Context: an optimization exercise on an open-source flow, tuned for small area and a short achievable clock period. The choices shown serve that exercise and are no tape-out recipe. The RTL was checked by simulation tests, not by an equivalence proof against the original design. No activity file was given, so power comes from the tool's default toggle rates.

`config.mk`:
```
export PLATFORM = sky130hd
export DESIGN_NAME = neuron_pe
export DESIGN_NICKNAME = neuron_pe
export VERILOG_FILES = /design/flow/design.v
export SDC_FILE = /design/flow/constraint.sdc
export NUM_CORES = 4
export LEC_CHECK = 0
export CAP_MARGIN = 20
export CORE_MARGIN = 2
export CORE_UTILIZATION = 40
export CTS_BUF_LIST = sky130_fd_sc_hd__clkbuf_8
export CTS_CLUSTER_DIAMETER = 40
export CTS_CLUSTER_SIZE = 16
export SETUP_SLACK_MARGIN = 4.5
export SLEW_MARGIN = 20
export SYNTH_HIERARCHICAL = 1
export SYNTH_MINIMUM_KEEP_SIZE = 0
export TNS_END_PERCENT = 1
```
`design.v`:
```
package neuron_pe_pkg;
	typedef logic signed [32-1:0] pe_word_t;
	typedef logic [$clog2(16)-1:0] wgt_idx_t;
	typedef logic [$clog2(8)-1:0]  in_idx_t;
	typedef logic [$clog2(4)-1:0] out_idx_t;
	typedef logic [2-1:0] pe_cnt_t;
	typedef enum logic [2:0] {
		op_idle    = 3'd0,
		op_load    = 3'd1,
		op_ma      = 3'd2,
		op_mab     = 3'd3,
		op_nop     = 3'd4,
		op_bias    = 3'd5,
		op_act     = 3'd6,
		op_act_clr = 3'd7
	} pe_op_t;
	typedef struct packed {
		pe_op_t op;
		pe_op_t held;
		logic   issue;
		logic   commit;
	} pe_step_t;
endpackage
module csa_fa
(
	input  logic a,
	input  logic b,
	input  logic ci,
	output logic s,
	output logic co
);
	assign s  = a ^ b ^ ci;
	assign co = (a & b) | (a & ci) | (b & ci);
endmodule
module csa_ha
(
	input  logic a,
	input  logic b,
	output logic s,
	output logic co
);
	assign s  = a ^ b;
	assign co = a & b;
endmodule
module neuron_pe
(
	input  logic     clock,
	input  logic     reset,
	input  logic [2:0]  ctrl,
	input  logic        output_ctrl,
	input  logic [31:0] data_in,
	output logic [31:0] data_out,
	output logic     data_out_valid
);
	typedef logic [31:0] w32_t;
	neuron_pe_pkg::pe_op_t ctrl_op;
	assign ctrl_op = neuron_pe_pkg::pe_op_t'(ctrl);
	assign data_out_valid = output_ctrl && (ctrl_op == neuron_pe_pkg::op_idle);
	neuron_pe_pkg::pe_cnt_t cnt;
	neuron_pe_pkg::pe_op_t  held;
	logic timed;
	logic issue;
	logic commit;
	assign timed  = !(ctrl_op == neuron_pe_pkg::op_load || ctrl_op == neuron_pe_pkg::op_nop);
	assign issue  = timed && (cnt == '0);
	assign commit = (cnt == neuron_pe_pkg::pe_cnt_t'(3)) && !reset;
	always_ff @(posedge clock)
	begin
		if (reset || !timed)
			cnt <= '0;
		else
			cnt <= cnt + neuron_pe_pkg::pe_cnt_t'(1);
	end
	always_ff @(posedge clock)
	begin
		if (issue)
			held <= ctrl_op;
	end
	logic is_mult_now;
	logic mult_commit;
	logic act_commit;
	assign is_mult_now = (ctrl_op == neuron_pe_pkg::op_ma || ctrl_op == neuron_pe_pkg::op_mab || ctrl_op == neuron_pe_pkg::op_bias);
	assign mult_commit = commit && (held == neuron_pe_pkg::op_ma || held == neuron_pe_pkg::op_mab || held == neuron_pe_pkg::op_bias);
	assign act_commit  = commit && (held == neuron_pe_pkg::op_act || held == neuron_pe_pkg::op_act_clr);
	w32_t wgt_mem [16];
	neuron_pe_pkg::wgt_idx_t  w_wr;
	neuron_pe_pkg::wgt_idx_t  w_wr_nxt;
	logic [16-1:0] w_rd_hot;
	logic w_full;
	logic load_en;
	w32_t w_cur;
	assign load_en  = (ctrl_op == neuron_pe_pkg::op_load) && !w_full;
	assign w_wr_nxt = w_wr + neuron_pe_pkg::wgt_idx_t'(1);
	always_ff @(posedge clock)
	begin
		if (reset)
		begin
			w_wr     <= '0;
			w_rd_hot <= 16'(1);
			w_full   <= 1'b0;
		end
		else
		begin
			if (load_en)
			begin
				w_wr <= w_wr_nxt;
				if (w_rd_hot[w_wr_nxt])
					w_full <= 1'b1;
			end
			if (mult_commit)
				w_rd_hot <= {w_rd_hot[16-2:0], w_rd_hot[16-1]};
		end
	end
	always_ff @(posedge clock)
	begin
		if (load_en)
			wgt_mem[w_wr] <= data_in;
	end
	always_comb
	begin
		w_cur = '0;
		for (int i = 0; i < 16; i++)
			w_cur = w_cur | (wgt_mem[i] & {32{w_rd_hot[i]}});
	end
	w32_t mul_a;
	logic [7:0] wbits;
	w32_t replay;
	always_ff @(posedge clock)
	begin
		if (issue)
		begin
			case (ctrl_op)
				neuron_pe_pkg::op_ma:   mul_a <= data_in;
				neuron_pe_pkg::op_mab:  mul_a <= replay;
				neuron_pe_pkg::op_bias: mul_a <= 32'd1;
				default:                mul_a <= '0;
			endcase
		end
		else
			mul_a <= {mul_a[30:0], 1'b0};
	end
	always_ff @(posedge clock)
	begin
		if (reset || !is_mult_now)
			wbits <= '0;
		else
			for (int r = 0; r < 8; r++)
				wbits[r] <= w_cur[4*r + cnt];
	end
	typedef logic [8-1:0] in_hot_t;
	w32_t in_mem [8];
	neuron_pe_pkg::in_idx_t in_wr;
	neuron_pe_pkg::in_idx_t in_wr_nxt;
	neuron_pe_pkg::in_idx_t in_start;
	in_hot_t in_rd_hot;
	logic    in_full;
	logic    rec_en;
	assign in_wr_nxt = in_wr + neuron_pe_pkg::in_idx_t'(1);
	always_ff @(posedge clock)
	begin
		rec_en <= issue && (ctrl_op == neuron_pe_pkg::op_ma) && !in_full;
	end
	always_ff @(posedge clock)
	begin
		if (reset)
		begin
			in_wr     <= '0;
			in_rd_hot <= in_hot_t'(1);
			in_start  <= '0;
			in_full   <= 1'b0;
		end
		else if (commit)
		begin
			case (held)
				neuron_pe_pkg::op_ma:
				begin
					if (!in_full)
					begin
						in_wr <= in_wr_nxt;
						if (in_rd_hot[in_wr_nxt])
							in_full <= 1'b1;
					end
				end
				neuron_pe_pkg::op_mab:
					in_rd_hot <= {in_rd_hot[8-2:0], in_rd_hot[8-1]};
				neuron_pe_pkg::op_act:
					in_rd_hot <= in_hot_t'(1) << in_start;
				neuron_pe_pkg::op_act_clr:
				begin
					in_rd_hot <= in_hot_t'(1) << in_wr;
					in_start  <= in_wr;
					in_full   <= 1'b0;
				end
				default:
				begin
				end
			endcase
		end
	end
	always_ff @(posedge clock)
	begin
		if (rec_en)
			in_mem[in_wr] <= mul_a;
	end
	always_comb
	begin
		replay = '0;
		for (int i = 0; i < 8; i++)
			replay = replay | (in_mem[i] & {32{in_rd_hot[i]}});
	end
	w32_t acc_s;
	w32_t acc_c;
	w32_t acc;
	w32_t nxt_s;
	w32_t nxt_c;
	w32_t pp [8];
	genvar j;
	generate
		for (j = 0; j < 8; j++)
		begin : g_pp
			assign pp[j] = mul_a & {32{wbits[j]}};
		end
	endgenerate
	logic t1;
	logic t2;
	logic t3;
	logic t4;
	logic t5;
	logic t6;
	logic t7;
	logic t8;
	logic t9;
	logic t10;
	logic t11;
	logic t12;
	logic t13;
	logic t14;
	logic t15;
	logic t16;
	logic t17;
	logic t18;
	logic t19;
	logic t20;
	logic t21;
	logic t22;
	logic t23;
	logic t24;
	logic t25;
	logic t26;
	logic t27;
	logic t28;
	logic t29;
	logic t30;
	logic t31;
	logic t32;
	logic t33;
	logic t34;
	logic t35;
	logic t36;
	logic t37;
	logic t38;
	logic t39;
	logic t40;
	logic t41;
	logic t42;
	logic t43;
	logic t44;
	logic t45;
	logic t46;
	logic t47;
	logic t48;
	logic t49;
	logic t50;
	logic t51;
	logic t52;
	logic t53;
	logic t54;
	logic t55;
	logic t56;
	logic t57;
	logic t58;
	logic t59;
	logic t60;
	logic t61;
	logic t62;
	logic t63;
	logic t64;
	logic t65;
	logic t66;
	logic t67;
	logic t68;
	logic t69;
	logic t70;
	logic t71;
	logic t72;
	logic t73;
	logic t74;
	logic t75;
	logic t76;
	logic t77;
	logic t78;
	logic t79;
	logic t80;
	logic t81;
	logic t82;
	logic t83;
	logic t84;
	logic t85;
	logic t86;
	logic t87;
	logic t88;
	logic t89;
	logic t90;
	logic t91;
	logic t92;
	logic t93;
	logic t94;
	logic t95;
	logic t96;
	logic t97;
	logic t98;
	logic t99;
	logic t100;
	logic t101;
	logic t102;
	logic t103;
	logic t104;
	logic t105;
	logic t106;
	logic t107;
	logic t108;
	logic t109;
	logic t110;
	logic t111;
	logic t112;
	logic t113;
	logic t114;
	logic t115;
	logic t116;
	logic t117;
	logic t118;
	logic t119;
	logic t120;
	logic t121;
	logic t122;
	logic t123;
	logic t124;
	logic t125;
	logic t126;
	logic t127;
	logic t128;
	logic t129;
	logic t130;
	logic t131;
	logic t132;
	logic t133;
	logic t134;
	logic t135;
	logic t136;
	logic t137;
	logic t138;
	logic t139;
	logic t140;
	logic t141;
	logic t142;
	logic t143;
	logic t144;
	logic t145;
	logic t146;
	logic t147;
	logic t148;
	logic t149;
	logic t150;
	logic t151;
	logic t152;
	logic t153;
	logic t154;
	logic t155;
	logic t156;
	logic t157;
	logic t158;
	logic t159;
	logic t160;
	logic t161;
	logic t162;
	logic t163;
	logic t164;
	logic t165;
	logic t166;
	logic t167;
	logic t168;
	logic t169;
	logic t170;
	logic t171;
	logic t172;
	logic t173;
	logic t174;
	logic t175;
	logic t176;
	logic t177;
	logic t178;
	logic t179;
	logic t180;
	logic t181;
	logic t182;
	logic t183;
	logic t184;
	logic t185;
	logic t186;
	logic t187;
	logic t188;
	logic t189;
	logic t190;
	logic t191;
	logic t192;
	logic t193;
	logic t194;
	logic t195;
	logic t196;
	logic t197;
	logic t198;
	logic t199;
	logic t200;
	logic t201;
	logic t202;
	logic t203;
	logic t204;
	logic t205;
	logic t206;
	logic t207;
	logic t208;
	logic t209;
	logic t210;
	logic t211;
	logic t212;
	logic t213;
	logic t214;
	logic t215;
	logic t216;
	logic t217;
	logic t218;
	logic t219;
	logic t220;
	logic t221;
	logic t222;
	logic t223;
	logic t224;
	logic t225;
	logic t226;
	logic t227;
	logic t228;
	logic t229;
	logic t230;
	logic t231;
	logic t232;
	logic t233;
	logic t234;
	logic t235;
	logic t236;
	logic t237;
	logic t238;
	logic t239;
	logic t240;
	logic t241;
	logic t242;
	logic t243;
	logic t244;
	logic t245;
	logic t246;
	logic t247;
	logic t248;
	logic t249;
	logic t250;
	logic t251;
	logic t252;
	logic t253;
	logic t254;
	logic t255;
	logic t256;
	logic t257;
	logic t258;
	logic t259;
	logic t260;
	logic t261;
	logic t262;
	logic t263;
	logic t264;
	logic t265;
	logic t266;
	logic t267;
	logic t268;
	logic t269;
	logic t270;
	logic t271;
	logic t272;
	logic t273;
	logic t274;
	logic t275;
	logic t276;
	logic t277;
	logic t278;
	logic t279;
	logic t280;
	csa_ha u_csa1 (.a(acc_s[28]), .b(acc_c[28]), .s(t1), .co(t2));
	csa_fa u_csa2 (.a(acc_s[29]), .b(acc_c[29]), .ci(pp[0][29]), .s(t3), .co(t4));
	csa_fa u_csa3 (.a(acc_s[30]), .b(acc_c[30]), .ci(pp[0][30]), .s(t5), .co(t6));
	csa_fa u_csa4 (.a(acc_s[31]), .b(acc_c[31]), .ci(pp[0][31]), .s(t7), .co());
	csa_ha u_csa5 (.a(acc_s[16]), .b(acc_c[16]), .s(t8), .co(t9));
	csa_fa u_csa6 (.a(acc_s[17]), .b(acc_c[17]), .ci(pp[0][17]), .s(t10), .co(t11));
	csa_fa u_csa7 (.a(acc_s[18]), .b(acc_c[18]), .ci(pp[0][18]), .s(t12), .co(t13));
	csa_fa u_csa8 (.a(acc_s[19]), .b(acc_c[19]), .ci(pp[0][19]), .s(t14), .co(t15));
	csa_fa u_csa9 (.a(acc_s[20]), .b(acc_c[20]), .ci(pp[0][20]), .s(t16), .co(t17));
	csa_ha u_csa10 (.a(pp[1][16]), .b(pp[2][12]), .s(t18), .co(t19));
	csa_fa u_csa11 (.a(acc_s[21]), .b(acc_c[21]), .ci(pp[0][21]), .s(t20), .co(t21));
	csa_fa u_csa12 (.a(pp[1][17]), .b(pp[2][13]), .ci(pp[3][9]), .s(t22), .co(t23));
	csa_fa u_csa13 (.a(acc_s[22]), .b(acc_c[22]), .ci(pp[0][22]), .s(t24), .co(t25));
	csa_fa u_csa14 (.a(pp[1][18]), .b(pp[2][14]), .ci(pp[3][10]), .s(t26), .co(t27));
	csa_fa u_csa15 (.a(acc_s[23]), .b(acc_c[23]), .ci(pp[0][23]), .s(t28), .co(t29));
	csa_fa u_csa16 (.a(pp[1][19]), .b(pp[2][15]), .ci(pp[3][11]), .s(t30), .co(t31));
	csa_fa u_csa17 (.a(acc_s[24]), .b(acc_c[24]), .ci(pp[0][24]), .s(t32), .co(t33));
	csa_fa u_csa18 (.a(pp[1][20]), .b(pp[2][16]), .ci(pp[3][12]), .s(t34), .co(t35));
	csa_ha u_csa19 (.a(pp[4][8]), .b(pp[5][4]), .s(t36), .co(t37));
	csa_fa u_csa20 (.a(acc_s[25]), .b(acc_c[25]), .ci(pp[0][25]), .s(t38), .co(t39));
	csa_fa u_csa21 (.a(pp[1][21]), .b(pp[2][17]), .ci(pp[3][13]), .s(t40), .co(t41));
	csa_fa u_csa22 (.a(pp[4][9]), .b(pp[5][5]), .ci(pp[6][1]), .s(t42), .co(t43));
	csa_fa u_csa23 (.a(acc_s[26]), .b(acc_c[26]), .ci(pp[0][26]), .s(t44), .co(t45));
	csa_fa u_csa24 (.a(pp[1][22]), .b(pp[2][18]), .ci(pp[3][14]), .s(t46), .co(t47));
	csa_fa u_csa25 (.a(pp[4][10]), .b(pp[5][6]), .ci(pp[6][2]), .s(t48), .co(t49));
	csa_fa u_csa26 (.a(acc_s[27]), .b(acc_c[27]), .ci(pp[0][27]), .s(t50), .co(t51));
	csa_fa u_csa27 (.a(pp[1][23]), .b(pp[2][19]), .ci(pp[3][15]), .s(t52), .co(t53));
	csa_fa u_csa28 (.a(pp[4][11]), .b(pp[5][7]), .ci(pp[6][3]), .s(t54), .co(t55));
	csa_fa u_csa29 (.a(pp[0][28]), .b(pp[1][24]), .ci(pp[2][20]), .s(t56), .co(t57));
	csa_fa u_csa30 (.a(pp[3][16]), .b(pp[4][12]), .ci(pp[5][8]), .s(t58), .co(t59));
	csa_fa u_csa31 (.a(pp[6][4]), .b(pp[7][0]), .ci(t1), .s(t60), .co(t61));
	csa_fa u_csa32 (.a(pp[1][25]), .b(pp[2][21]), .ci(pp[3][17]), .s(t62), .co(t63));
	csa_fa u_csa33 (.a(pp[4][13]), .b(pp[5][9]), .ci(pp[6][5]), .s(t64), .co(t65));
	csa_fa u_csa34 (.a(pp[7][1]), .b(t3), .ci(t2), .s(t66), .co(t67));
	csa_fa u_csa35 (.a(pp[1][26]), .b(pp[2][22]), .ci(pp[3][18]), .s(t68), .co(t69));
	csa_fa u_csa36 (.a(pp[4][14]), .b(pp[5][10]), .ci(pp[6][6]), .s(t70), .co(t71));
	csa_fa u_csa37 (.a(pp[7][2]), .b(t5), .ci(t4), .s(t72), .co(t73));
	csa_fa u_csa38 (.a(pp[1][27]), .b(pp[2][23]), .ci(pp[3][19]), .s(t74), .co());
	csa_fa u_csa39 (.a(pp[4][15]), .b(pp[5][11]), .ci(pp[6][7]), .s(t75), .co());
	csa_fa u_csa40 (.a(pp[7][3]), .b(t7), .ci(t6), .s(t76), .co());
	csa_ha u_csa41 (.a(acc_s[8]), .b(acc_c[8]), .s(t77), .co(t78));
	csa_fa u_csa42 (.a(acc_s[9]), .b(acc_c[9]), .ci(pp[0][9]), .s(t79), .co(t80));
	csa_fa u_csa43 (.a(acc_s[10]), .b(acc_c[10]), .ci(pp[0][10]), .s(t81), .co(t82));
	csa_fa u_csa44 (.a(acc_s[11]), .b(acc_c[11]), .ci(pp[0][11]), .s(t83), .co(t84));
	csa_fa u_csa45 (.a(acc_s[12]), .b(acc_c[12]), .ci(pp[0][12]), .s(t85), .co(t86));
	csa_ha u_csa46 (.a(pp[1][8]), .b(pp[2][4]), .s(t87), .co(t88));
	csa_fa u_csa47 (.a(acc_s[13]), .b(acc_c[13]), .ci(pp[0][13]), .s(t89), .co(t90));
	csa_fa u_csa48 (.a(pp[1][9]), .b(pp[2][5]), .ci(pp[3][1]), .s(t91), .co(t92));
	csa_fa u_csa49 (.a(acc_s[14]), .b(acc_c[14]), .ci(pp[0][14]), .s(t93), .co(t94));
	csa_fa u_csa50 (.a(pp[1][10]), .b(pp[2][6]), .ci(pp[3][2]), .s(t95), .co(t96));
	csa_fa u_csa51 (.a(acc_s[15]), .b(acc_c[15]), .ci(pp[0][15]), .s(t97), .co(t98));
	csa_fa u_csa52 (.a(pp[1][11]), .b(pp[2][7]), .ci(pp[3][3]), .s(t99), .co(t100));
	csa_fa u_csa53 (.a(pp[0][16]), .b(pp[1][12]), .ci(pp[2][8]), .s(t101), .co(t102));
	csa_fa u_csa54 (.a(pp[3][4]), .b(pp[4][0]), .ci(t8), .s(t103), .co(t104));
	csa_fa u_csa55 (.a(pp[1][13]), .b(pp[2][9]), .ci(pp[3][5]), .s(t105), .co(t106));
	csa_fa u_csa56 (.a(pp[4][1]), .b(t10), .ci(t9), .s(t107), .co(t108));
	csa_fa u_csa57 (.a(pp[1][14]), .b(pp[2][10]), .ci(pp[3][6]), .s(t109), .co(t110));
	csa_fa u_csa58 (.a(pp[4][2]), .b(t12), .ci(t11), .s(t111), .co(t112));
	csa_fa u_csa59 (.a(pp[1][15]), .b(pp[2][11]), .ci(pp[3][7]), .s(t113), .co(t114));
	csa_fa u_csa60 (.a(pp[4][3]), .b(t14), .ci(t13), .s(t115), .co(t116));
	csa_fa u_csa61 (.a(pp[3][8]), .b(pp[4][4]), .ci(pp[5][0]), .s(t117), .co(t118));
	csa_fa u_csa62 (.a(t16), .b(t18), .ci(t15), .s(t119), .co(t120));
	csa_fa u_csa63 (.a(pp[4][5]), .b(pp[5][1]), .ci(t20), .s(t121), .co(t122));
	csa_fa u_csa64 (.a(t22), .b(t17), .ci(t19), .s(t123), .co(t124));
	csa_fa u_csa65 (.a(pp[4][6]), .b(pp[5][2]), .ci(t24), .s(t125), .co(t126));
	csa_fa u_csa66 (.a(t26), .b(t21), .ci(t23), .s(t127), .co(t128));
	csa_fa u_csa67 (.a(pp[4][7]), .b(pp[5][3]), .ci(t28), .s(t129), .co(t130));
	csa_fa u_csa68 (.a(t30), .b(t25), .ci(t27), .s(t131), .co(t132));
	csa_fa u_csa69 (.a(pp[6][0]), .b(t32), .ci(t34), .s(t133), .co(t134));
	csa_fa u_csa70 (.a(t36), .b(t29), .ci(t31), .s(t135), .co(t136));
	csa_fa u_csa71 (.a(t38), .b(t40), .ci(t42), .s(t137), .co(t138));
	csa_fa u_csa72 (.a(t33), .b(t35), .ci(t37), .s(t139), .co(t140));
	csa_fa u_csa73 (.a(t44), .b(t46), .ci(t48), .s(t141), .co(t142));
	csa_fa u_csa74 (.a(t39), .b(t41), .ci(t43), .s(t143), .co(t144));
	csa_fa u_csa75 (.a(t50), .b(t52), .ci(t54), .s(t145), .co(t146));
	csa_fa u_csa76 (.a(t45), .b(t47), .ci(t49), .s(t147), .co(t148));
	csa_fa u_csa77 (.a(t56), .b(t58), .ci(t60), .s(t149), .co(t150));
	csa_fa u_csa78 (.a(t51), .b(t53), .ci(t55), .s(t151), .co(t152));
	csa_fa u_csa79 (.a(t62), .b(t64), .ci(t66), .s(t153), .co(t154));
	csa_fa u_csa80 (.a(t57), .b(t59), .ci(t61), .s(t155), .co(t156));
	csa_fa u_csa81 (.a(t68), .b(t70), .ci(t72), .s(t157), .co(t158));
	csa_fa u_csa82 (.a(t63), .b(t65), .ci(t67), .s(t159), .co(t160));
	csa_fa u_csa83 (.a(t74), .b(t75), .ci(t76), .s(t161), .co());
	csa_fa u_csa84 (.a(t69), .b(t71), .ci(t73), .s(t162), .co());
	csa_ha u_csa85 (.a(acc_s[4]), .b(acc_c[4]), .s(t163), .co(t164));
	csa_fa u_csa86 (.a(acc_s[5]), .b(acc_c[5]), .ci(pp[0][5]), .s(t165), .co(t166));
	csa_fa u_csa87 (.a(acc_s[6]), .b(acc_c[6]), .ci(pp[0][6]), .s(t167), .co(t168));
	csa_fa u_csa88 (.a(acc_s[7]), .b(acc_c[7]), .ci(pp[0][7]), .s(t169), .co(t170));
	csa_fa u_csa89 (.a(pp[0][8]), .b(pp[1][4]), .ci(pp[2][0]), .s(t171), .co(t172));
	csa_fa u_csa90 (.a(pp[1][5]), .b(pp[2][1]), .ci(t79), .s(t173), .co(t174));
	csa_fa u_csa91 (.a(pp[1][6]), .b(pp[2][2]), .ci(t81), .s(t175), .co(t176));
	csa_fa u_csa92 (.a(pp[1][7]), .b(pp[2][3]), .ci(t83), .s(t177), .co(t178));
	csa_fa u_csa93 (.a(pp[3][0]), .b(t85), .ci(t87), .s(t179), .co(t180));
	csa_fa u_csa94 (.a(t89), .b(t91), .ci(t86), .s(t181), .co(t182));
	csa_fa u_csa95 (.a(t93), .b(t95), .ci(t90), .s(t183), .co(t184));
	csa_fa u_csa96 (.a(t97), .b(t99), .ci(t94), .s(t185), .co(t186));
	csa_fa u_csa97 (.a(t101), .b(t103), .ci(t98), .s(t187), .co(t188));
	csa_fa u_csa98 (.a(t105), .b(t107), .ci(t102), .s(t189), .co(t190));
	csa_fa u_csa99 (.a(t109), .b(t111), .ci(t106), .s(t191), .co(t192));
	csa_fa u_csa100 (.a(t113), .b(t115), .ci(t110), .s(t193), .co(t194));
	csa_fa u_csa101 (.a(t117), .b(t119), .ci(t114), .s(t195), .co(t196));
	csa_fa u_csa102 (.a(t121), .b(t123), .ci(t118), .s(t197), .co(t198));
	csa_fa u_csa103 (.a(t125), .b(t127), .ci(t122), .s(t199), .co(t200));
	csa_fa u_csa104 (.a(t129), .b(t131), .ci(t126), .s(t201), .co(t202));
	csa_fa u_csa105 (.a(t133), .b(t135), .ci(t130), .s(t203), .co(t204));
	csa_fa u_csa106 (.a(t137), .b(t139), .ci(t134), .s(t205), .co(t206));
	csa_fa u_csa107 (.a(t141), .b(t143), .ci(t138), .s(t207), .co(t208));
	csa_fa u_csa108 (.a(t145), .b(t147), .ci(t142), .s(t209), .co(t210));
	csa_fa u_csa109 (.a(t149), .b(t151), .ci(t146), .s(t211), .co(t212));
	csa_fa u_csa110 (.a(t153), .b(t155), .ci(t150), .s(t213), .co(t214));
	csa_fa u_csa111 (.a(t157), .b(t159), .ci(t154), .s(t215), .co(t216));
	csa_fa u_csa112 (.a(t161), .b(t162), .ci(t158), .s(t217), .co());
	csa_ha u_csa113 (.a(acc_s[0]), .b(acc_c[0]), .s(t218), .co(t219));
	csa_fa u_csa114 (.a(acc_s[1]), .b(acc_c[1]), .ci(pp[0][1]), .s(t220), .co(t221));
	csa_fa u_csa115 (.a(acc_s[2]), .b(acc_c[2]), .ci(pp[0][2]), .s(t222), .co(t223));
	csa_fa u_csa116 (.a(acc_s[3]), .b(acc_c[3]), .ci(pp[0][3]), .s(t224), .co(t225));
	csa_fa u_csa117 (.a(pp[0][4]), .b(pp[1][0]), .ci(t163), .s(t226), .co(t227));
	csa_fa u_csa118 (.a(pp[1][1]), .b(t165), .ci(t164), .s(t228), .co(t229));
	csa_fa u_csa119 (.a(pp[1][2]), .b(t167), .ci(t166), .s(t230), .co(t231));
	csa_fa u_csa120 (.a(pp[1][3]), .b(t169), .ci(t168), .s(t232), .co(t233));
	csa_fa u_csa121 (.a(t77), .b(t171), .ci(t170), .s(t234), .co(t235));
	csa_fa u_csa122 (.a(t78), .b(t173), .ci(t172), .s(t236), .co(t237));
	csa_fa u_csa123 (.a(t80), .b(t175), .ci(t174), .s(t238), .co(t239));
	csa_fa u_csa124 (.a(t82), .b(t177), .ci(t176), .s(t240), .co(t241));
	csa_fa u_csa125 (.a(t84), .b(t179), .ci(t178), .s(t242), .co(t243));
	csa_fa u_csa126 (.a(t88), .b(t181), .ci(t180), .s(t244), .co(t245));
	csa_fa u_csa127 (.a(t92), .b(t183), .ci(t182), .s(t246), .co(t247));
	csa_fa u_csa128 (.a(t96), .b(t185), .ci(t184), .s(t248), .co(t249));
	csa_fa u_csa129 (.a(t100), .b(t187), .ci(t186), .s(t250), .co(t251));
	csa_fa u_csa130 (.a(t104), .b(t189), .ci(t188), .s(t252), .co(t253));
	csa_fa u_csa131 (.a(t108), .b(t191), .ci(t190), .s(t254), .co(t255));
	csa_fa u_csa132 (.a(t112), .b(t193), .ci(t192), .s(t256), .co(t257));
	csa_fa u_csa133 (.a(t116), .b(t195), .ci(t194), .s(t258), .co(t259));
	csa_fa u_csa134 (.a(t120), .b(t197), .ci(t196), .s(t260), .co(t261));
	csa_fa u_csa135 (.a(t124), .b(t199), .ci(t198), .s(t262), .co(t263));
	csa_fa u_csa136 (.a(t128), .b(t201), .ci(t200), .s(t264), .co(t265));
	csa_fa u_csa137 (.a(t132), .b(t203), .ci(t202), .s(t266), .co(t267));
	csa_fa u_csa138 (.a(t136), .b(t205), .ci(t204), .s(t268), .co(t269));
	csa_fa u_csa139 (.a(t140), .b(t207), .ci(t206), .s(t270), .co(t271));
	csa_fa u_csa140 (.a(t144), .b(t209), .ci(t208), .s(t272), .co(t273));
	csa_fa u_csa141 (.a(t148), .b(t211), .ci(t210), .s(t274), .co(t275));
	csa_fa u_csa142 (.a(t152), .b(t213), .ci(t212), .s(t276), .co(t277));
	csa_fa u_csa143 (.a(t156), .b(t215), .ci(t214), .s(t278), .co(t279));
	csa_fa u_csa144 (.a(t160), .b(t217), .ci(t216), .s(t280), .co());
	assign nxt_s[0] = pp[0][0];
	assign nxt_c[0] = t218;
	assign nxt_s[1] = t220;
	assign nxt_c[1] = t219;
	assign nxt_s[2] = t222;
	assign nxt_c[2] = t221;
	assign nxt_s[3] = t224;
	assign nxt_c[3] = t223;
	assign nxt_s[4] = t226;
	assign nxt_c[4] = t225;
	assign nxt_s[5] = t228;
	assign nxt_c[5] = t227;
	assign nxt_s[6] = t230;
	assign nxt_c[6] = t229;
	assign nxt_s[7] = t232;
	assign nxt_c[7] = t231;
	assign nxt_s[8] = t234;
	assign nxt_c[8] = t233;
	assign nxt_s[9] = t236;
	assign nxt_c[9] = t235;
	assign nxt_s[10] = t238;
	assign nxt_c[10] = t237;
	assign nxt_s[11] = t240;
	assign nxt_c[11] = t239;
	assign nxt_s[12] = t242;
	assign nxt_c[12] = t241;
	assign nxt_s[13] = t244;
	assign nxt_c[13] = t243;
	assign nxt_s[14] = t246;
	assign nxt_c[14] = t245;
	assign nxt_s[15] = t248;
	assign nxt_c[15] = t247;
	assign nxt_s[16] = t250;
	assign nxt_c[16] = t249;
	assign nxt_s[17] = t252;
	assign nxt_c[17] = t251;
	assign nxt_s[18] = t254;
	assign nxt_c[18] = t253;
	assign nxt_s[19] = t256;
	assign nxt_c[19] = t255;
	assign nxt_s[20] = t258;
	assign nxt_c[20] = t257;
	assign nxt_s[21] = t260;
	assign nxt_c[21] = t259;
	assign nxt_s[22] = t262;
	assign nxt_c[22] = t261;
	assign nxt_s[23] = t264;
	assign nxt_c[23] = t263;
	assign nxt_s[24] = t266;
	assign nxt_c[24] = t265;
	assign nxt_s[25] = t268;
	assign nxt_c[25] = t267;
	assign nxt_s[26] = t270;
	assign nxt_c[26] = t269;
	assign nxt_s[27] = t272;
	assign nxt_c[27] = t271;
	assign nxt_s[28] = t274;
	assign nxt_c[28] = t273;
	assign nxt_s[29] = t276;
	assign nxt_c[29] = t275;
	assign nxt_s[30] = t278;
	assign nxt_c[30] = t277;
	assign nxt_s[31] = t280;
	assign nxt_c[31] = t279;
	always_ff @(posedge clock)
	begin
		if (reset || act_commit)
		begin
			acc_s <= '0;
			acc_c <= '0;
		end
		else
		begin
			acc_s <= nxt_s;
			acc_c <= nxt_c;
		end
	end
	logic [31:0] bk_g [6];
	logic [31:0] bk_p [6];
	logic [31:0] bk_c;
	always_comb
	begin
		bk_g[0] = acc_s & acc_c;
		bk_p[0] = acc_s ^ acc_c;
		for (int l = 1; l <= 5; l++)
		begin
			bk_g[l] = bk_g[l-1];
			bk_p[l] = bk_p[l-1];
			for (int i = 0; i < 32; i++)
				if ((i % (1 << l)) == (1 << l) - 1)
				begin
					bk_g[l][i] = bk_g[l-1][i] | (bk_p[l-1][i] & bk_g[l-1][i - (1 << (l-1))]);
					bk_p[l][i] = bk_p[l-1][i] & bk_p[l-1][i - (1 << (l-1))];
				end
		end
		bk_c = bk_g[5];
		for (int l = 4; l >= 1; l--)
			for (int i = 0; i < 32; i++)
				if ((i % (1 << l)) == (1 << (l-1)) - 1 && i >= (1 << l))
					bk_c[i] = bk_g[l-1][i] | (bk_p[l-1][i] & bk_c[i - (1 << (l-1))]);
		for (int i = 2; i < 32; i += 2)
			bk_c[i] = bk_g[0][i] | (bk_p[0][i] & bk_c[i-1]);
	end
	assign acc = bk_p[0] ^ {bk_c[30:0], 1'b0};
	w32_t out_mem [4];
	neuron_pe_pkg::out_idx_t o_wr;
	neuron_pe_pkg::out_idx_t o_wr_nxt;
	logic [4-1:0] o_rd_hot;
	logic o_full;
	logic push;
	logic pop;
	assign push = act_commit && !o_full;
	assign pop  = commit && (held == neuron_pe_pkg::op_idle) && output_ctrl;
	assign o_wr_nxt = o_wr + neuron_pe_pkg::out_idx_t'(1);
	always_ff @(posedge clock)
	begin
		if (reset)
		begin
			o_wr   <= '0;
			o_rd_hot <= 4'(1);
			o_full <= 1'b0;
		end
		else
		begin
			if (push)
			begin
				o_wr <= o_wr_nxt;
				if (o_rd_hot[o_wr_nxt])
					o_full <= 1'b1;
			end
			if (pop)
				o_rd_hot <= {o_rd_hot[4-2:0], o_rd_hot[4-1]};
		end
	end
	always_ff @(posedge clock)
	begin
		if (push)
			out_mem[o_wr] <= acc;
	end
	always_comb
	begin
		data_out = '0;
		for (int i = 0; i < 4; i++)
			data_out = data_out | (out_mem[i] & {32{o_rd_hot[i]}});
	end
endmodule
```
`flow/run.sh`:
```
#!/bin/bash
# Layout flow: the standard layout (standard.sh, ORFS), with
# - the pins of the combinational input-to-output path placed next to each
#   other (flow/io_group.tcl, run just before ORFS places the pins);
# - plain buffers (buf_1) as the port buffers, which the resizer then sizes,
#   instead of the delay cells buffer_ports picks by default.
set -euo pipefail
here=$(pwd)
cts="-sink_clustering_enable -repair_clock_nets -sink_clustering_size 16 -sink_clustering_max_diameter 40 -buf_list sky130_fd_sc_hd__clkbuf_8 -dont_use_dummy_load"
bash standard.sh finish \
	PRE_IO_PLACEMENT_TCL="$here/flow/io_group.tcl" \
	CTS_ARGS="$cts" \
	BUFFER_PORTS_ARGS="-inputs -outputs -buffer_cell sky130_fd_sc_hd__buf_1" \
	> "$here/standard.log" 2>&1
```
`constraint.sdc`:
```
create_clock -name core_clock -period 8.0 [get_ports {clock}]
set_input_delay 1.6000 -clock core_clock [delete_from_list [all_inputs] [get_ports {clock}]]
set_output_delay 1.6000 -clock core_clock [all_outputs]
set_load 0.01 [all_outputs]
```
`flow/io_group.tcl`:
```
# The only input-to-output path, ctrl and output_ctrl to data_out_valid,
# is purely combinational; keep its five pins next to each other so that
# their port buffers and the gate between them sit together.
set_io_pin_constraint -group -order -pin_names {ctrl[0] ctrl[1] ctrl[2] output_ctrl data_out_valid}
```
`standard.sh`:
```
#!/bin/bash
# synth_recipe.tcl (not shown) runs the flow's synth.tcl, then flattens the netlist and writes it again
# the make line also repeats each setting of config.mk as NAME=value (left out here)
make -C /OpenROAD-flow-scripts/flow DESIGN_CONFIG=/design/flow/config.mk WORK_HOME=/design/flow/orfs CLKGATE_MAP_FILE= SYNTH_SCRIPT=/design/flow/synth_recipe.tcl "${@:-finish}"
```
==> results of run 1 <==
per-module statistics from Yosys, one instance, submodules excluded:
module | flip-flops and latches | area (um2)
neuron_pe | 1049 | 39600
csa_ha | 0 | 12.5
csa_fa | 0 | 20.0
worst reg2reg max path, stage by stage (launching register included):
cell,delay [ns]
dfxtp_1,0.33
buf_6,0.25
and2_1,0.23
fa_1,0.44
fa_1,0.54
fa_1,0.44
fa_1,0.63
fa_1,0.43
and2_1,0.15
layout make-up:
cell class,instances,area [um2]
diodes,3,7.51
clock buffers,115,1580
inverters,41,154
fillers,9173,58900
well taps,1391,1740
flip-flops and latches,1049,30000
repair buffers,146,925
multi-input cells,1368,11900
metrics by stage:
step / utilization / setup slack (ns) / instances
2_1_floorplan: - / 4.26 / 2620
3_3_place_gp: 0.424 / 3.42 / 3989
3_5_place_dp: 0.424 / 3.37 / 3990
4_1_cts: 0.440 / 4.29 / 4107
5_1_grt: 0.440 / 4.28 / 4112
6_report: 0.440 / 4.29 / 4113
cell families after synthesis:
family          synth area share
compound gates             0.110
xor+xnor                 0.00536
buf+inv                   0.0188
flops                      0.707
mux                       0.0111
simple gates              0.0618
fa+ha+maj                 0.0858
repair_timing:
action,in CTS,in global routing
resized for setup,15,4
buffers inserted,2,0
pin swaps,1,1
setup endpoints to repair,141,135
worst max-delay path by stage:
stage	slack [ns]	endpoint	start
detailed placement	3.37	wgt_mem[3][22]	ctrl[0]
CTS	4.29	data_out_valid	ctrl[0]
global route	4.28	out_mem[1][31]	acc_s[0]
global placement	3.42	wgt_mem[3][26]	ctrl[0]
finish	4.29	data_out_valid	ctrl[2]
floorplan	4.26	wgt_mem[3][0]	ctrl[0]
sequential cells by signal, indices dropped and copies added (netlist names):
name	count
w_rd_hot	16
in_mem	256
w_full	1
wbits	8
cnt	2
in_full	1
o_full	1
w_wr	4
wgt_mem	512
o_rd_hot	4
mul_a	32
in_wr	3
in_start	3
rec_en	1
held	3
out_mem	128
in_rd_hot	8
acc_c	32
acc_s	32
o_wr	2
power by group through the flow:
stage	Clock [W]	Sequential (W)	Combinational (W)
final	0.00294	0.00604	0.000353
after global routing	0.00320	0.00604	0.000385
after CTS	0.00302	0.00604	0.000351
after detailed placement	0	0.00616	0.000346
after global placement	0	0.00615	0.000336
after floorplan	0	0.00612	0.000181
placed cells by master (no fill, tap or decap), types with 9 or more instances in the layout:
cell	netlist	final
a211o_1	13	13
edfxtp_1	899	899
fa_1	152	152
nor2_4	0	18
dfxtp_1	150	134
nand2_1	98	93
nor3_1	15	9
a222oi_1	33	33
a221oi_1	96	96
a22oi_1	202	202
a31oi_1	36	35
and2_1	210	210
buf_1	13	61
dfxtp_2	0	16
nand4_1	30	30
xnor2_1	17	16
nand3_1	33	33
xor2_1	9	9
inv_1	41	41
mux2i_1	29	29
ha_1	48	48
o21ai_0	37	37
a2111oi_0	12	12
clkbuf_8	0	115
a21oi_1	47	47
nor2_1	82	63
a22o_1	90	90
nand2b_1	12	11
buf_4	1	71
metal layers:
layer | track usage | vias up | routed length [um]
li1 | - | 10304 | -
met1 | 0.274 | 12767 | 45900
met2 | 0.351 | 1009 | 55700
met3 | 0.0371 | 193 | 8560
met4 | 0.0666 | 0 | 3110
met5 | 0 | - | 0
==> results_dict.tcl, run 1 <==
set metrics [dict create \
    cp_slowest_cell "nor4b_4" \
    hp-class "reg -> reg" \
    finalWirelength_mm 113 \
    drt-initial-drc-count 2791 \
    fin_skew_ns 0.116 \
    areaGrowthSynthToFinish_pct 9.23 \
    antenna_found_initial 7 \
    crit_arrival_ns 2.11 \
    ys_seq_area_frac 0.707 \
    vias 24273 \
    crit_chain "buf_12 -> nor4b_4 -> buf_2" \
    clk_latency_ns 0.79 \
    syn_area_um2 42400 \
    ir_worst_vdd_uv 127 \
    hold_violations 0 \
    switchingPower_w 0.00200 \
    fin_crit_ns 3.71 \
    first_pass_iters 8 \
    htree_levels 3 \
    synth_warnings 13 \
    switching_share 0.214 \
    grt_max_degree 65 \
    clk_pin_slew_worst_paths_ns 0.04 \
    critical_path_buf_inv_count 2 \
    start_util 0.403 \
    cts_tree "built" \
    grt_pass1_wl_mm 166 \
    tightest_slew_ns 1.10 \
    power.total_w 0.00933 \
    critPathKind "in -> out" \
    yosysTopAreaCell "edfxtp_1" \
    place.gp.congestion 0.832 \
    synth-main-ff-cell "edfxtp_1" \
    holdBufCountCts 0 \
    synth_most_common_cell "edfxtp_1" \
    whs_path_depth 2 \
    drc 0 \
    p_comb_frac 0.038 \
    maxSlewHeadroom 0.269 \
    viasPerCell 5.90 \
    cts_root_buffer "clkbuf_8" \
    r2r-start "wbits[0]" \
    rows 119 \
    die-width_um 330 \
    critical-path-max-stage-delay_ns 0.24 \
    p_per_area_nw_per_um2 201 \
    setup_violations 0 \
    fmax_mhz 270 \
    die_h_um 330 \
    p_seq_frac 0.647 \
    synth_edf_count 899 \
    clkPwrFrac 0.315 \
    min_to "o_full" \
    postRouteAntennaNets 0 \
    p_leak_nw 15.7 \
    drive_gt1_frac 0.0989 \
    clockBufferDepth 3 \
    synth_top_area_share 0.636 \
    post-route-period-util 0.463 \
    cp_max_fo 2 \
    tns_ns 0 \
    crit_family "buffers and inverters" \
    clock-sinks 1049 \
    r2r_slack_ns 4.41 \
    track_usage 0.208 \
    dieArea_um2 109000 \
    fin_area_um2 46400 \
    wl_per_cell_um 27.5 \
    numCtsBuffers 115 \
    worstPathRequired_ns 6.40 \
    reg2reg_to "acc_s[29]" \
    cp-start-kind "primary input" \
    syn-num-nets 2858 \
    synth_area_leaders "edfxtp_1 64%, fa_1 7.2%, dfxtp_1 7.1%" \
    maxSlewViolCount 0 \
    path_depth 3 \
    hpwl_mm 64.5 \
    gr-total-overflow 0 \
    syn_inst 2620 \
    ys_types 60 \
    ys_seq_elements 1049 \
    p_int_w 0.00734 \
    status "timing/DRC/antenna clean" \
    core_um2 105000 \
    async_flop_share 0 \
    yosys-top-cells-count "899 x edfxtp_1, 210 x and2_1, 202 x a22oi_1" \
    drv_cap 0 \
    portBuffers 70 \
    io_pins 71 \
    final_nets 2959 \
    avgSynthCellArea_um2 16.2 \
    endpoint_kind "primary output" \
    ff2ff_path_depth 8 \
    grt_pass1_vias 25105 \
    dpl_cell_area_um2 44600 \
    fin_hold_ws_ns 0.490 \
    min-delay-start "o_full" \
    rsz0062_at_grt "yes" \
]
==> run 2, diff against run 1 <==
--- a/flow/run.sh
+++ b/flow/run.sh
@@ -6,7 +6,7 @@
 #   instead of the delay cells buffer_ports picks by default.
 set -euo pipefail
 here=$(pwd)
-cts="-sink_clustering_enable -repair_clock_nets -sink_clustering_size 16 -sink_clustering_max_diameter 40 -buf_list sky130_fd_sc_hd__clkbuf_8 -dont_use_dummy_load"
+cts="-sink_clustering_enable -repair_clock_nets -sink_clustering_size 20 -sink_clustering_max_diameter 50 -buf_list sky130_fd_sc_hd__clkbuf_8 -dont_use_dummy_load"
 bash standard.sh finish \
 	PRE_IO_PLACEMENT_TCL="$here/flow/io_group.tcl" \
 	CTS_ARGS="$cts" \
--- a/config.mk
+++ b/config.mk
@@ -9,8 +9,8 @@
 export CORE_MARGIN = 2
 export CORE_UTILIZATION = 40
 export CTS_BUF_LIST = sky130_fd_sc_hd__clkbuf_8
-export CTS_CLUSTER_DIAMETER = 40
-export CTS_CLUSTER_SIZE = 16
+export CTS_CLUSTER_DIAMETER = 50
+export CTS_CLUSTER_SIZE = 20
 export SETUP_SLACK_MARGIN = 4.5
 export SLEW_MARGIN = 20
 export SYNTH_HIERARCHICAL = 1
==> results_dict.tcl, run 2 <==
set metrics [dict create \
    synth_xor_xnor_area_share 0.00536 \
    grt_pass1_wl_mm 166 \
    placed_cells 3990 \
    hold_violations 0 \
    drt-initial-drc-count 2750 \
    crit_chain "buf_12 -> nor4b_4 -> buf_2" \
    clk_latency_ns 0.82 \
    drc 0 \
    rows 119 \
    endpoint_kind "primary output" \
    antenna_found_initial 7 \
    htree_levels 3 \
    maxSlewHeadroom 0.276 \
    p_int_w 0.00715 \
    cts_root_buffer "clkbuf_8" \
    crit_family "buffers and inverters" \
    ir_worst_vdd_uv 129 \
    synthAdderAreaFrac 0.0858 \
    maxSlewViolCount 0 \
    p_seq_frac 0.662 \
    largest_reg_flops 512 \
    rsz0062_at_grt "yes" \
    cts_tree "built" \
    fin_hold_ws_ns 0.491 \
    final_common_cell "edfxtp_1" \
    synth_warnings 13 \
    areaGrowthSynthToFinish_pct 8.67 \
    worstPathRequired_ns 6.40 \
    track_usage 0.208 \
    cp-start-kind "primary input" \
    critical_path_buf_inv_count 2 \
    async_flop_share 0 \
    vias 24228 \
    post-route-period-util 0.464 \
    dieArea_um2 109000 \
    worst_slack_ns 4.29 \
    top_register "wgt_mem" \
    syn_inst 2620 \
    synthSimpleGateAreaFrac 0.0618 \
    start_util 0.403 \
    gr-total-overflow 0 \
    clk_pin_slew_worst_paths_ns 0.07 \
    core_um2 105000 \
    fin_skew_ns 0.149 \
    clockBufferDepth 3 \
    dpl_cell_area_um2 44600 \
    syn-num-nets 2858 \
    syn_area_um2 42400 \
    p_per_area_nw_per_um2 198 \
    finalWirelength_mm 113 \
    hp-class "reg -> reg" \
    dp_slack_ns 3.37 \
    cp_slowest_cell "nor4b_4" \
    die_h_um 330 \
    first_pass_iters 6 \
    synth-main-ff-cell "edfxtp_1" \
    fmax_mhz 270 \
    grt_pass1_vias 25053 \
    switchingPower_w 0.00197 \
    avgSynthCellArea_um2 16.2 \
    synth_compound_area_frac 0.110 \
    p_leak_nw 15.5 \
    top_regs "wgt_mem: 512 flops, in_mem: 256 flops, out_mem: 128 flops" \
    critPathKind "in -> out" \
    ys_seq_area_frac 0.707 \
    switching_share 0.216 \
    die-width_um 330 \
    yosys-top-cells-count "899 x edfxtp_1, 210 x and2_1, 202 x a22oi_1" \
    p_comb_frac 0.039 \
    fillers 9181 \
    critical-path-max-stage-delay_ns 0.24 \
    drive_gt1_frac 0.0937 \
    grt_max_degree 65 \
    setup_violations 0 \
    tightest_slew_ns 1.08 \
    viasPerCell 5.92 \
    fin_area_um2 46100 \
    clkPwrFrac 0.299 \
    ys_types 60 \
    crit_arrival_ns 2.11 \
    drv_cap 0 \
    final_nets 2941 \
    fin_crit_ns 3.71 \
    synth.mux.area_fraction 0.0111 \
    wl_per_cell_um 27.6 \
    portBuffers 70 \
    io_pins 71 \
    ys_seq_elements 1049 \
    numCtsBuffers 97 \
    postRouteAntennaNets 0 \
    synth_most_common_cell "edfxtp_1" \
    synth_top_family_by_area "compound AO/OA/AOI/OAI gates" \
    synth_edf_count 899 \
    yosysTopAreaCell "edfxtp_1" \
    clock-sinks 1049 \
    synth_top_area_share 0.636 \
    fin_cells 4094 \
    cp_max_fo 2 \
    tns_ns 0 \
    synth_area_leaders "edfxtp_1 64%, fa_1 7.2%, dfxtp_1 7.1%" \
    place.gp.congestion 0.832 \
    status "timing/DRC/antenna clean" \
    hpwl_mm 64.5 \
    layout_common_cells "899 x edfxtp_1, 210 x and2_1, 202 x a22oi_1, 151 x fa_1, 134 x dfxtp_1" \
]
-- run 2: cell counts after synthesis --
No cell type changed its count.
-- run 2: metrics by stage --
step / utilization / total power, W
floorplan: - / 0.00630
global placement: 0.424 / 0.00649
detailed placement: 0.424 / 0.00650
CTS: 0.437 / 0.00918
global route: 0.438 / 0.00939
finish: 0.438 / 0.00911
-- run 2: repair_timing --
| action | CTS | global route |
|---|---|---|
| setup buffers | 2 | 0 |
| gates resized for setup | 16 | 6 |
| hold buffers | 0 | 0 |
| pin swaps | 1 | 4 |
| endpoints found under the setup margin | 141 | 159 |
-- run 2: path summary, 6_finish.rpt --
kind | start | to | slack [ns] | cells after the start
hold / removal | o_full | o_full | 0.49 | 2
hold reg to reg | o_full | o_full | 0.49 | 2
setup reg to reg | wbits[0] | acc_s[29] | 4.38 | 8
setup / recovery | ctrl[2] | data_out_valid | 4.29 | 3
-- run 2: cell type report --
| type | instances | area, um2 | share of cell area |
|---|---|---|---|
| Timing Repair Buffer | 146 | 928 | 0.0201 |
| Multi-Input combinational cell | 1368 | 12000 | 0.259 |
| Inverter | 41 | 154 | 0.00334 |
| Tap cell | 1391 | 1740 | 0.0377 |
| Clock buffer | 97 | 1340 | 0.0289 |
| Sequential cell | 1049 | 30000 | 0.651 |
| Antenna cell | 2 | 5.00 | 0.000108 |
-- run 2: power groups by stage --
| stage | logic [W] | registers, W | clock network [W] |
|---|---|---|---|
| 6_report | 0.000352 | 0.00603 | 0.00273 |
| 5_1_grt | 0.000385 | 0.00604 | 0.00296 |
| 4_1_cts | 0.000351 | 0.00603 | 0.00279 |
| 3_5_place_dp | 0.000346 | 0.00616 | 0 |
| 3_3_place_gp | 0.000336 | 0.00615 | 0 |
| 2_1_floorplan | 0.000181 | 0.00612 | 0 |
-- run 2: layer usage --
metal | part of all wire | wire length [um] | up-vias | track usage
met5 | 0.00082 | 93 | - | 0.00609
met4 | 0.029 | 3280 | 2 | 0.0699
met3 | 0.078 | 8820 | 217 | 0.0361
met2 | 0.49 | 55400 | 1087 | 0.349
met1 | 0.40 | 45400 | 12657 | 0.274
li1 | - | - | 10265 | -
-- run 2: cell families after synthesis --
| group | Yosys count |
|---|---|
| XOR/XNOR | 26 |
| flip-flops | 1049 |
| buffers and inverters | 203 |
| multiplexers | 38 |
| adder cells (fa/ha/maj) | 200 |
| AND/OR/NAND/NOR | 498 |
| AO/OA/AOI/OAI | 606 |
-- run 2: tightest hold or removal path: stages, from the launching register on --
cell and delay, ns:
dfxtp_1 0.33, a41oi_1 0.05, nor2_1 0.08
-- run 2: modules after synthesis (local to each module, per instance) --
module / flip-flops and latches / cells / cell area (um2)
neuron_pe: 1049 / 2476 / 39600
csa_fa: 0 / 1 / 20.0
csa_ha: 0 / 1 / 12.5
==> run 3, diff against run 2 <==
--- a/flow/run.sh
+++ b/flow/run.sh
@@ -6,7 +6,7 @@
 #   instead of the delay cells buffer_ports picks by default.
 set -euo pipefail
 here=$(pwd)
-cts="-sink_clustering_enable -repair_clock_nets -sink_clustering_size 20 -sink_clustering_max_diameter 50 -buf_list sky130_fd_sc_hd__clkbuf_8 -dont_use_dummy_load"
+cts="-sink_clustering_enable -repair_clock_nets -sink_clustering_size 18 -sink_clustering_max_diameter 45 -buf_list sky130_fd_sc_hd__clkbuf_8 -dont_use_dummy_load"
 bash standard.sh finish \
 	PRE_IO_PLACEMENT_TCL="$here/flow/io_group.tcl" \
 	CTS_ARGS="$cts" \
--- a/config.mk
+++ b/config.mk
@@ -9,9 +9,9 @@
 export CORE_MARGIN = 2
 export CORE_UTILIZATION = 40
 export CTS_BUF_LIST = sky130_fd_sc_hd__clkbuf_8
-export CTS_CLUSTER_DIAMETER = 50
-export CTS_CLUSTER_SIZE = 20
-export SETUP_SLACK_MARGIN = 4.5
+export CTS_CLUSTER_DIAMETER = 45
+export CTS_CLUSTER_SIZE = 18
+export SETUP_SLACK_MARGIN = 4.35
 export SLEW_MARGIN = 20
 export SYNTH_HIERARCHICAL = 1
 export SYNTH_MINIMUM_KEEP_SIZE = 0
==> results_dict.tcl, run 3 <==
set metrics [dict create \
    status "timing/DRC/antenna clean" \
    async_flop_share 0 \
    p_per_area_nw_per_um2 200 \
    syn_inst 2620 \
    synth_warnings 13 \
    grt_max_degree 65 \
    dpl_cell_area_um2 44600 \
    avgSynthCellArea_um2 16.2 \
    start_util 0.403 \
    crit_arrival_ns 2.10 \
    worstPathRequired_ns 6.40 \
    viasPerCell 5.87 \
    largest_reg_flops 512 \
    drt-initial-drc-count 2562 \
    clock-sinks 1049 \
    synth_most_common_cell "edfxtp_1" \
    maxSlewViolCount 0 \
    ff2ff_path_depth 8 \
    postRouteAntennaNets 0 \
    setup_violations 0 \
    synth_edf_count 899 \
    areaGrowthSynthToFinish_pct 8.94 \
    yosys-top-cells-count "899 x edfxtp_1, 210 x and2_1, 202 x a22oi_1" \
    r2r_slack_ns 4.35 \
    io_pins 71 \
    reg2reg_to "acc_s[29]" \
    hpwl_mm 63.5 \
    synth_top_area_share 0.636 \
    drv_cap 0 \
    endpoint_kind "primary output" \
    tns_ns 0 \
    final-seq-area_um2 30000 \
    worst_slack_ns 4.30 \
    cp-startpoint "ctrl[0]" \
    fin_crit_ns 3.70 \
    place.gp.congestion 0.811 \
    ys_types 60 \
    final_nets 2957 \
    drive_gt1_frac 0.0953 \
    cts_tree "built" \
    hold_violations 0 \
    clk_latency_ns 0.80 \
    fin_cells 4110 \
    track_usage 0.206 \
    htree_levels 3 \
    clockBufferDepth 3 \
    synth-main-ff-cell "edfxtp_1" \
    placed_cells 3993 \
    p_leak_nw 15.6 \
    final_common_cell "edfxtp_1" \
    synth_area_leaders "edfxtp_1 64%, fa_1 7.2%, dfxtp_1 7.1%" \
    holdBufCountCts 0 \
    portBuffers 70 \
    tightest_slew_ns 1.10 \
    grt_pass1_vias 24670 \
    yosysTopAreaCell "edfxtp_1" \
    syn_area_um2 42400 \
    gr-total-overflow 0 \
    die_h_um 330 \
    crit_end "data_out_valid" \
    cp_max_fo 2 \
    cts_root_buffer "clkbuf_8" \
    syn-num-nets 2858 \
    rows 119 \
    wl_per_cell_um 27.3 \
    fmax_mhz 270 \
    dieArea_um2 109000 \
    ys_seq_area_frac 0.707 \
    vias 24108 \
    fin_skew_ns 0.142 \
    hp-class "reg -> reg" \
    die-width_um 330 \
    fin_util 0.439 \
    grt_pass1_wl_mm 165 \
    r2r-start "wbits[0]" \
    critPathKind "in -> out" \
    drc 0 \
    fin_area_um2 46200 \
    dp_slack_ns 3.18 \
    rsz0062_at_grt "yes" \
    clk_pin_slew_worst_paths_ns 0.06 \
    fillers 9067 \
    ir_worst_vdd_uv 115 \
    core_um2 105000 \
    post-route-period-util 0.462 \
    multi_input_area_um2 11900 \
    finalWirelength_mm 112 \
    maxSlewHeadroom 0.267 \
    top_register "wgt_mem" \
    ys_seq_elements 1049 \
    numCtsBuffers 108 \
    antenna_found_initial 7 \
    first_pass_iters 8 \
    layout_common_cells "899 x edfxtp_1, 210 x and2_1, 202 x a22oi_1, 152 x fa_1, 138 x dfxtp_1" \
    top_regs "wgt_mem: 512 flops, in_mem: 256 flops, out_mem: 128 flops" \
    cp-start-kind "primary input" \
]
-- run 3: cell count changes in the layout (fill, tap and decap cells not counted), sizes merged --
cell    change
clkbuf     +10
buf         +6
-- run 3: worst max-delay path: stages --
cell and delay (ns):
buf_12 0.10, nor4b_2 0.23, buf_2 0.16
-- run 3: power breakdown --
| part | switching, W | leakage (nW) | internal [W] |
|---|---|---|---|
| clock network | 0.00167 | 0.777 | 0.00119 |
| logic | 0.000248 | 5.38 | 0.000104 |
| registers | 0.0000622 | 9.43 | 0.00597 |
-- run 3: area by class of cell --
cell class / count / share of cell area
Antenna cell: 2 / 0.000108
Clock buffer: 108 / 0.0321
Inverter: 41 / 0.00333
Multi-Input combinational cell: 1368 / 0.257
Sequential cell: 1049 / 0.649
Tap cell: 1391 / 0.0376
Timing Repair Buffer: 151 / 0.0208
-- run 3: worst min-delay path by stage --
stage	endpoint	depth (start not counted)	startpoint	slack, ns
6_report	rec_en	1	in_full	0.48
5_1_grt	o_full	2	o_full	0.49
4_1_cts	o_full	2	o_full	0.48
3_5_place_dp	o_full	2	o_full	0.47
3_3_place_gp	w_rd_hot[0]	1	w_rd_hot[15]	0.45
2_1_floorplan	rec_en	1	in_full	0.42
-- run 3: cells by family (layout without fill, tap and decap cells) --
group                      Yosys count  after routing  share of synthesized area
other                                0              2                          0
muxes                               38             38                     0.0111
AOI/OAI and AO/OA                  606            606                      0.110
DFF                               1049           1049                      0.707
xor gates and xnor gates            26             26                    0.00536
adders and majority gates          200            200                     0.0858
and+or+nand+nor                    498            498                     0.0618
buffers and inverters              203            300                     0.0188
-- run 3: metal layers --
metal / share of wire / track usage / wire length, um
met2: 0.48 / 0.337 / 53600
met1: 0.41 / 0.283 / 46200
met4: 0.027 / 0.0639 / 3050
met3: 0.083 / 0.0353 / 9310
met5: 0.00020 / 0 / 22
-- run 3: timing repair --
item | in CTS | in global routing
gates cloned | 0 | 0
setup buffers | 4 | 2
pin swaps | 1 | 1
setup endpoints to repair | 58 | 50
resized for setup | 18 | 2
-- run 3: per-stage QoR --
step / power (W) / hold slack, ns
6_report: 0.00924 / 0.478
4_1_cts: 0.00930 / 0.480
2_1_floorplan: 0.00630 / 0.424
5_1_grt: 0.00955 / 0.492
3_3_place_gp: 0.00648 / 0.447
3_5_place_dp: 0.00650 / 0.467
-- run 3: modules after synthesis (local to each module, per instance) --
module / cell area, um2 / cells inside / copies in the design
csa_ha: 12.5 / 1 / 8
neuron_pe: 39600 / 2476 / 1
csa_fa: 20.0 / 1 / 136
==> run 4, diff against run 3 <==
--- a/config.mk
+++ b/config.mk
@@ -11,7 +11,7 @@
 export CTS_BUF_LIST = sky130_fd_sc_hd__clkbuf_8
 export CTS_CLUSTER_DIAMETER = 45
 export CTS_CLUSTER_SIZE = 18
-export SETUP_SLACK_MARGIN = 4.35
+export SETUP_SLACK_MARGIN = 4.5
 export SLEW_MARGIN = 20
 export SYNTH_HIERARCHICAL = 1
 export SYNTH_MINIMUM_KEEP_SIZE = 0
==> results_dict.tcl, run 4 <==
set metrics [dict create \
    tightest_slew_ns 1.10 \
    rsz0062_at_grt "yes" \
    synth_top_area_share 0.636 \
    cp_slowest_cell "nor4b_4" \
    clockBufferDepth 3 \
    portBuffers 70 \
    areaGrowthSynthToFinish_pct 9.04 \
    critical_path_buf_inv_count 2 \
    critPathKind "in -> out" \
    maxSlewViolCount 0 \
    gr-usage-met1 0.273 \
    cp_max_fo 2 \
    top_regs "wgt_mem: 512 flops, in_mem: 256 flops, out_mem: 128 flops" \
    clk_latency_ns 0.80 \
    ys_types 60 \
    rows 119 \
    fin_skew_ns 0.144 \
    place.gp.congestion 0.832 \
    htree_levels 3 \
    finalWirelength_mm 114 \
    worst_slack_ns 4.29 \
    hp-class "reg -> reg" \
    grt_max_degree 65 \
    synth_warnings 13 \
    cp-startpoint "ctrl[2]" \
    hpwl_mm 64.5 \
    grt_pass1_vias 25149 \
    ys_seq_area_frac 0.707 \
    syn_area_um2 42400 \
    holdBufCountCts 0 \
    critical-path-max-stage-delay_ns 0.24 \
    io_pins 71 \
    yosysTopAreaCell "edfxtp_1" \
    worstPathRequired_ns 6.40 \
    maxSlewHeadroom 0.269 \
    clock-sinks 1049 \
    synth_most_common_cell "edfxtp_1" \
    fin_util 0.440 \
    dieArea_um2 109000 \
    cts_tree "built" \
    dp_slack_ns 3.37 \
    fillers 9167 \
    post-route-period-util 0.463 \
    die-width_um 330 \
    fmax_mhz 270 \
    use_met3 0.0386 \
    path_depth 3 \
    crit_chain "buf_12 -> nor4b_4 -> buf_2" \
    cp-start-kind "primary input" \
    r2r-start "wbits[0]" \
    clk_pin_slew_worst_paths_ns 0.04 \
    fin_hold_ws_ns 0.489 \
    ff2ff_path_depth 8 \
    placed_cells 3990 \
    status "timing/DRC/antenna clean" \
    p_per_area_nw_per_um2 200 \
    grt.met2_usage 0.351 \
    synth-main-ff-cell "edfxtp_1" \
    setup_violations 0 \
    yosys-top-cells-count "899 x edfxtp_1, 210 x and2_1, 202 x a22oi_1" \
    top_usage_layer "met2" \
    track_usage 0.208 \
    gr-total-overflow 0 \
    wl_per_cell_um 27.7 \
    grt_pass1_wl_mm 166 \
    ir_worst_vdd_uv 125 \
    crit_family "buffers and inverters" \
    syn-num-nets 2858 \
    drc 0 \
    postRouteAntennaNets 0 \
    drv_cap 0 \
    top_register "wgt_mem" \
    hold_violations 0 \
    avgSynthCellArea_um2 16.2 \
    tns_ns 0 \
    largest_reg_flops 512 \
    final_common_cell "edfxtp_1" \
    viasPerCell 5.92 \
    cts_root_buffer "clkbuf_8" \
    first_pass_iters 6 \
    numCtsBuffers 108 \
    crit_arrival_ns 2.11 \
    vias 24303 \
    fin_crit_ns 3.71 \
    fin_cells 4106 \
    final_nets 2952 \
    core_um2 105000 \
    synth_area_leaders "edfxtp_1 64%, fa_1 7.2%, dfxtp_1 7.1%" \
    min-delay-start "o_full" \
    layout_common_cells "899 x edfxtp_1, 210 x and2_1, 202 x a22oi_1, 151 x fa_1, 134 x dfxtp_1" \
    syn_inst 2620 \
    drt-initial-drc-count 2809 \
    drive_gt1_frac 0.0977 \
    whs_path_depth 2 \
    die_h_um 330 \
    endpoint_kind "primary output" \
    antenna_found_initial 7 \
    synth_edf_count 899 \
    p_leak_nw 15.6 \
    start_util 0.403 \
    async_flop_share 0 \
    ys_seq_elements 1049 \
]
[run 4: final cells by class]
cell class / instances / area [um2] / area share
inverters: 41 / 154 / 0.00332
diodes: 3 / 7.51 / 0.000162
flip-flops and latches: 1049 / 30000 / 0.649
clock buffers: 108 / 1490 / 0.0321
multi-input cells: 1368 / 12000 / 0.258
repair buffers: 146 / 921 / 0.0199
well taps: 1391 / 1740 / 0.0376
[run 4: tightest hold or removal path, stage by stage, from the launching register on]
cell and delay [ns]:
dfxtp_1 0.33, a41oi_1 0.05, nor2_1 0.07
[run 4: Yosys stat by module, one instance, submodules excluded]
module     cells inside  copies in the design
csa_fa                1                   136
neuron_pe          2476                     1
csa_ha                1                     8
[run 4: cell families after synthesis]
group / count (synthesis) / synth area share
xor gates and xnor gates: 26 / 0.00536
and+or+nand+nor: 498 / 0.0618
DFF: 1049 / 0.707
muxes: 38 / 0.0111
adders and majority gates: 200 / 0.0858
AOI/OAI and AO/OA: 606 / 0.110
buffers and inverters: 203 / 0.0188
[run 4: routing by layer]
metal / part of all wire / vias to the layer above
li1: - / 10287
met1: 0.40 / 12760
met2: 0.49 / 1040
met3: 0.080 / 214
met4: 0.028 / 2
met5: 0.00011 / -
[run 4: what timing repair did]
action,in CTS,in global routing
gates cloned,0,0
buffers inserted,2,0
pin swaps,1,4
gates resized for setup,15,6
setup endpoints to repair,144,174
[run 4: worst paths after layout]
kind / endpoint / slack, ns
max: data_out_valid / 4.29
min: o_full / 0.49
max reg2reg: acc_s[29] / 4.39
min reg2reg: o_full / 0.49
[run 4: per-stage QoR]
stage	total power, W	cell area [um2]
floorplan	0.00630	42700
global placement	0.00649	44600
detailed placement	0.00650	44600
CTS	0.00932	46200
global route	0.00954	46300
finish	0.00926	46300
[run 4: power by group]
part / leakage (nW) / total [W] / switching, W / internal (W)
Clock: 0.777 / 0.00287 / 0.00168 / 0.00119
Sequential: 9.43 / 0.00603 / 0.0000664 / 0.00597
Combinational: 5.41 / 0.000352 / 0.000248 / 0.000104
Total: 15.6 / 0.00926 / 0.00200 / 0.00726

[port drivers added, routing unchanged]
No port has a modelled driver above. Below, the same layouts with a new extraction and two added sets of constraints.
Step 1 sets driving cells, clkbuf_16 on the clock port and buf_2 on the other inputs (assumed; they add their load-dependent delay and slew).
Step 2 also shifts input and output timing later by t, the mid clock arrival at the registers, as if the neighbouring blocks saw the same clock.
Three values: ideal ports, drivers, drivers and shift; two values: the first two.
run	t (ns)	slack for setup (ns)	worst setup path after step 2
run 1	0.806	4.294 / 4.244 / 3.672	input to register
run 2	0.806	4.292 / 4.242 / 3.635	input to register
run 3	0.792	4.300 / 4.252 / 3.655	input to register
run 4	0.802	4.294 / 4.244 / 3.662	input to register
After both steps setup and hold are still met in every run listed. The setup slack of run 2, which loses most, moves by -0.050 ns with the drivers and by -0.657 ns with both steps.
